Context: an optimization exercise on an open-source flow, tuned for small area. The choices shown serve that exercise and are no tape-out recipe. Only simulation tests tie the RTL to the original design; equivalence was not proved. Power figures rest on the tool's default switching activity, not on a simulated workload.

== the previous run ==
## packet_filter_fifo
module packet_filter_fifo #(
  parameter int WIDTH_DATA_BYTES  = 8,
  parameter int WIDTH_HDR_A_BYTES = 6,
  parameter int WIDTH_HDR_B_BYTES = 4,
  parameter int FIFO_DEPTH        = 16,
  parameter int MAX_PKT_BEATS     = 8
) (
  input  logic                               clk_host,
  input  logic                               rst_n,
  input  logic                               in_valid,
  input  logic                               in_sop,
  input  logic                               in_eop,
  input  logic [WIDTH_DATA_BYTES-1:0]        in_byteen,
  input  logic [WIDTH_DATA_BYTES*8-1:0]      in_data,
  input  logic [WIDTH_HDR_A_BYTES*8-1:0]     in_headerA,
  input  logic [WIDTH_HDR_B_BYTES*8-1:0]     in_headerB,
  output logic                               out_valid,
  input  logic                               out_ready,
  output logic                               out_sop,
  output logic                               out_eop,
  output logic [WIDTH_DATA_BYTES-1:0]        out_byteen,
  output logic [WIDTH_DATA_BYTES*8-1:0]      out_data,
  output logic [WIDTH_HDR_B_BYTES*8-1:0]     out_headerB,
  input  logic                               cfg_match_en,
  input  logic [WIDTH_HDR_A_BYTES*8-1:0]     cfg_match_addr,
  output logic [$clog2(FIFO_DEPTH):0]        fifo_level,
  output logic [15:0]                        cnt_accepted,
  output logic [15:0]                        cnt_drop_filter,
  output logic [15:0]                        cnt_drop_full,
  output logic [15:0]                        cnt_truncated
);
clock: 6.0 ns
lec_check: 0
cap_margin: 10
core_margin: 2
core_utilization: 65
slew_margin: 10
standard.sh (not shown) runs the stock make flow with config.mk's settings and CLKGATE_MAP_FILE= SYNTH_SCRIPT=/design/flow/synth_recipe.tcl, a recipe that flattens the netlist after the stock synthesis.
==> flow/flow/run.sh <==
#!/bin/bash
set -euo pipefail
bash standard.sh \
  BUFFER_PORTS_ARGS="-buffer_cell sky130_fd_sc_hd__buf_1" \
  CTS_ARGS="-sink_clustering_enable -repair_clock_nets -dont_use_dummy_load -buf_list sky130_fd_sc_hd__clkbuf_8 -sink_clustering_size 20 -sink_clustering_max_diameter 50" \
  finish > make_finish.log 2>&1
For the current run, these inputs were changed with respect to the previous run:
# the previous run
export LEC_CHECK = 0
export CAP_MARGIN = 10
export CORE_MARGIN = 2
export CORE_UTILIZATION = 65
export SLEW_MARGIN = 10
create_clock -name core_clock -period 6.0 [get_ports {clk_host}]
# the current run
export LEC_CHECK = 0
export CAP_MARGIN = 10
export CORE_MARGIN = 2
export CORE_UTILIZATION = 55
export SLEW_MARGIN = 10
create_clock -name core_clock -period 6.0 [get_ports {clk_host}]
### Flow results
- Per the comparison of the current run with the previous run, register fraction of the total cell area decreased 0.40 points, number of synthesized flops with an enable pin held, transition at the pin with the smallest max-transition slack increased 0.044 ns.

* * *

== main ==
Another version of the RTL of packet_filter_fifo (not shown whole).
Size: ~1800 flip-flops, about 0.065 mm^2 of cells after synthesis.
==> flow/config.mk <==
export PLATFORM = sky130hd
export DESIGN_NAME = packet_filter_fifo
export DESIGN_NICKNAME = packet_filter_fifo
export VERILOG_FILES = /design/flow/design.v
export SDC_FILE = /design/flow/constraint.sdc
export NUM_CORES = 4
export LEC_CHECK = 0
export CAP_MARGIN = 20
export CORE_MARGIN = 2
export CORE_UTILIZATION = 50
export CTS_BUF_LIST = sky130_fd_sc_hd__clkbuf_8
export CTS_CLUSTER_DIAMETER = 50
export CTS_CLUSTER_SIZE = 20
export SLEW_MARGIN = 20
==> flow/constraint.sdc <==
create_clock -name core_clock -period 6.0 [get_ports {clk_host}]
set_input_delay 1.2000 -clock core_clock [delete_from_list [all_inputs] [get_ports {clk_host}]]
set_output_delay 1.2000 -clock core_clock [all_outputs]
set_load 0.01 [all_outputs]
run.sh (not shown) runs the stock make flow with config.mk's settings and CLKGATE_MAP_FILE= SYNTH_SCRIPT=/design/flow/synth_recipe.tcl, a recipe that flattens the netlist after the stock synthesis.
Stock flow here: none of the scripts above is used.
Inputs modified between main and the feature branch:
Settings: CTS_BUF_LIST no longer set, was sky130_fd_sc_hd__clkbuf_8; CORE_UTILIZATION now 45, was 50; CTS_CLUSTER_SIZE no longer set, was 20; CTS_CLUSTER_DIAMETER no longer set, was 50.
Notes after the runs:
Wire length on met3, the feature branch vs main: down by a few percent. Compared to main, the feature branch has final setup slack of the worst path 58 ps lower. In the flow results for the feature branch and main, the core occupancy in the finished layout is smaller on the feature branch. In the feature branch, ratio of final minimum period to clock period is higher than in main. On cell count: between the feature branch and main, it ends up lower for main. Full die area: the feature branch and main compared, higher one is the feature branch. Comparing final HPWL from detailed placement for the feature branch and main, the smaller number came from main. NOTE: post-layout net count in the feature branch exceeds that of main.

* * *

## old
The RTL this note starts from:
==> flow/design.v <==
module packet_filter_fifo #(
  parameter int WIDTH_DATA_BYTES  = 8,
  parameter int WIDTH_HDR_A_BYTES = 6,
  parameter int WIDTH_HDR_B_BYTES = 4,
  parameter int FIFO_DEPTH        = 16,
  parameter int MAX_PKT_BEATS     = 8
) (
  input  logic                               clk_host,
  input  logic                               rst_n,
  input  logic                               in_valid,
  input  logic                               in_sop,
  input  logic                               in_eop,
  input  logic [WIDTH_DATA_BYTES-1:0]        in_byteen,
  input  logic [WIDTH_DATA_BYTES*8-1:0]      in_data,
  input  logic [WIDTH_HDR_A_BYTES*8-1:0]     in_headerA,
  input  logic [WIDTH_HDR_B_BYTES*8-1:0]     in_headerB,
  output logic                               out_valid,
  input  logic                               out_ready,
  output logic                               out_sop,
  output logic                               out_eop,
  output logic [WIDTH_DATA_BYTES-1:0]        out_byteen,
  output logic [WIDTH_DATA_BYTES*8-1:0]      out_data,
  output logic [WIDTH_HDR_B_BYTES*8-1:0]     out_headerB,
  input  logic                               cfg_match_en,
  input  logic [WIDTH_HDR_A_BYTES*8-1:0]     cfg_match_addr,
  output logic [$clog2(FIFO_DEPTH):0]        fifo_level,
  output logic [15:0]                        cnt_accepted,
  output logic [15:0]                        cnt_drop_filter,
  output logic [15:0]                        cnt_drop_full,
  output logic [15:0]                        cnt_truncated
);
  localparam int AW = $clog2(FIFO_DEPTH);
  localparam int LW = AW + 1;
  localparam int CW = $clog2(MAX_PKT_BEATS);
  localparam int DW = WIDTH_DATA_BYTES * 9 + WIDTH_HDR_B_BYTES * 8;   
  logic            acc, pend, head_sop;
  logic [CW-1:0]   beat_cnt;
  logic [LW-1:0]   level;
  logic [DW-1:0]   mem [0:FIFO_DEPTH-1];
  logic [FIFO_DEPTH-1:0] mem_eop;
  logic [DW-1:0]   head;
  logic sop_in, filt_rej, space_rej, admit, beat_in;
  logic take, take_eop, trunc_max, flush_early, pop;
  assign fifo_level = level;
  assign out_valid  = (level[LW-1:1] != '0) || (level[0] && !(acc || pend));
  always_comb begin
    sop_in      = in_valid && in_sop;
    beat_in     = acc && in_valid && !in_sop;
    filt_rej    = cfg_match_en && (in_headerA != cfg_match_addr) && (in_headerA != '1);
    space_rej   = level > LW'(FIFO_DEPTH - MAX_PKT_BEATS);
    admit       = sop_in && !filt_rej && !space_rej;
    trunc_max   = beat_in && !in_eop && (beat_cnt == CW'(MAX_PKT_BEATS - 1));
    take        = admit || beat_in;
    take_eop    = in_eop || trunc_max;
    flush_early = acc && sop_in;
    pop         = out_valid && out_ready;
  end
  function automatic logic [15:0] sat_inc(input logic [15:0] v, input logic en);
    sat_inc = (en && v != 16'hFFFF) ? v + 16'd1 : v;
  endfunction
  always_ff @(posedge clk_host or negedge rst_n) begin
    if (!rst_n) begin
      acc             <= 1'b0;
      pend            <= 1'b0;
      head_sop        <= 1'b1;
      beat_cnt        <= '0;
      level           <= '0;
      cnt_accepted    <= '0;
      cnt_drop_filter <= '0;
      cnt_drop_full   <= '0;
      cnt_truncated   <= '0;
    end else begin
      if (take) begin
        acc  <= !take_eop;
        pend <= take_eop;
      end else begin
        if (in_valid) acc <= 1'b0;
        pend <= 1'b0;
      end
      if (admit)     beat_cnt <= CW'(1);
      else if (take) beat_cnt <= beat_cnt + 1'b1;
      level <= level + LW'(take) - LW'(pop);
      if (pop) head_sop <= out_eop;
      cnt_accepted    <= sat_inc(cnt_accepted, admit);
      cnt_drop_filter <= sat_inc(cnt_drop_filter, sop_in && filt_rej);
      cnt_drop_full   <= sat_inc(cnt_drop_full, sop_in && !filt_rej && space_rej);
      cnt_truncated   <= sat_inc(cnt_truncated, trunc_max || flush_early);
    end
  end
  always_ff @(posedge clk_host) begin
    if (take) begin
      mem[0]     <= {in_byteen, in_data, in_headerB};
      mem_eop    <= {mem_eop[FIFO_DEPTH-2:1], mem_eop[0] || flush_early, take_eop};
      for (int i = 1; i < FIFO_DEPTH; i++) mem[i] <= mem[i-1];
    end else if (flush_early) begin
      mem_eop[0] <= 1'b1;
    end
  end
  always_comb begin
    head    = '0;
    out_eop = 1'b0;
    for (int i = 0; i < FIFO_DEPTH; i++)
      if (level == LW'(i + 1)) begin
        head    = head | mem[i];
        out_eop = out_eop | mem_eop[i];
      end
  end
  assign out_sop     = head_sop;
  assign out_byteen  = head[DW-1 -: WIDTH_DATA_BYTES];
  assign out_data    = head[WIDTH_HDR_B_BYTES*8 +: WIDTH_DATA_BYTES*8];
  assign out_headerB = head[WIDTH_HDR_B_BYTES*8-1:0];
endmodule
clock: 6.0 ns
lec_check: 0
cap_margin: 5
core_margin: 2
core_utilization: 55
slew_margin: 5
standard.sh (not shown) runs the stock make flow with config.mk's settings and CLKGATE_MAP_FILE= SYNTH_SCRIPT=/design/flow/synth_recipe.tcl, a recipe that flattens the netlist after the stock synthesis.
==> flow/flow/run.sh <==
#!/bin/bash
set -euo pipefail
bash standard.sh \
  BUFFER_PORTS_ARGS="-buffer_cell sky130_fd_sc_hd__buf_1" \
  CTS_ARGS="-sink_clustering_enable -repair_clock_nets -dont_use_dummy_load -buf_list sky130_fd_sc_hd__clkbuf_8 -sink_clustering_size 24 -sink_clustering_max_diameter 40" \
  finish > make_finish.log 2>&1
Having completed the whole flow, old delivered a layout that passed the timing, design-rule and antenna checks.
#### Input delta (new over old)
- a change of CAP_MARGIN from 5 to 10
- a change of CORE_UTILIZATION from 55 to 65
- a change of SLEW_MARGIN from 5 to 10
==> flow/flow/run.sh <==
#!/bin/bash
set -euo pipefail
bash standard.sh \
  BUFFER_PORTS_ARGS="-buffer_cell sky130_fd_sc_hd__buf_1" \
  CTS_ARGS="-sink_clustering_enable -repair_clock_nets -dont_use_dummy_load -buf_list sky130_fd_sc_hd__clkbuf_4 -sink_clustering_size 10 -sink_clustering_max_diameter 40" \
  finish > make_finish.log 2>&1
Notes after the runs:
Taking old as the reference, in new total power -5.0%; wire length -3.9%; maximum number of pins on one net before global-route repair +5. The sequential share of layout area of new is higher than that of old.

-- re-timing with driven ports --
Ports are ideal in the flow. The routed layouts listed here were re-timed in OpenROAD.
Step 1 sets driving cells, clkbuf_16 on the clock port and buf_2 on the other inputs (assumed; they add their load-dependent delay and slew).
Step 2, shift: input delay + t, output delay - t, t = (earliest + latest rising clock arrival at the registers) / 2. This alone moves slack from input paths to output paths.
Three values: ideal, step 1, step 2; two values: the first two.
run	shift t [ns]	setup WS [ns]	hold slack, ns	clock arrival spread, ns	worst data-port slew with drivers (ns)
the previous run	0.881	0.823 / 0.754 / 1.102	0.403 / 0.403 / 0.403	0.097 / 0.097	0.14
the current run	0.896	0.891 / 0.820 / 1.215	0.385 / 0.385 / 0.385	0.099 / 0.099	0.15
main	0.954	0.274 / 0.201 / 1.009	0.186 / 0.137 / 0.423	0.053 / 0.053	0.13
the feature branch	0.879	0.215 / 0.139 / 1.018	0.410 / 0.376 / 0.424	0.032 / 0.033	0.15
old	0.913	0.888 / 0.817 / 1.192	0.393 / 0.393 / 0.393	0.095 / 0.096	0.14
new	1.194	0.520 / 0.455 / 1.097	0.189 / 0.158 / 0.401	0.109 / 0.109	0.14
After both steps setup and hold are still met in every run listed.
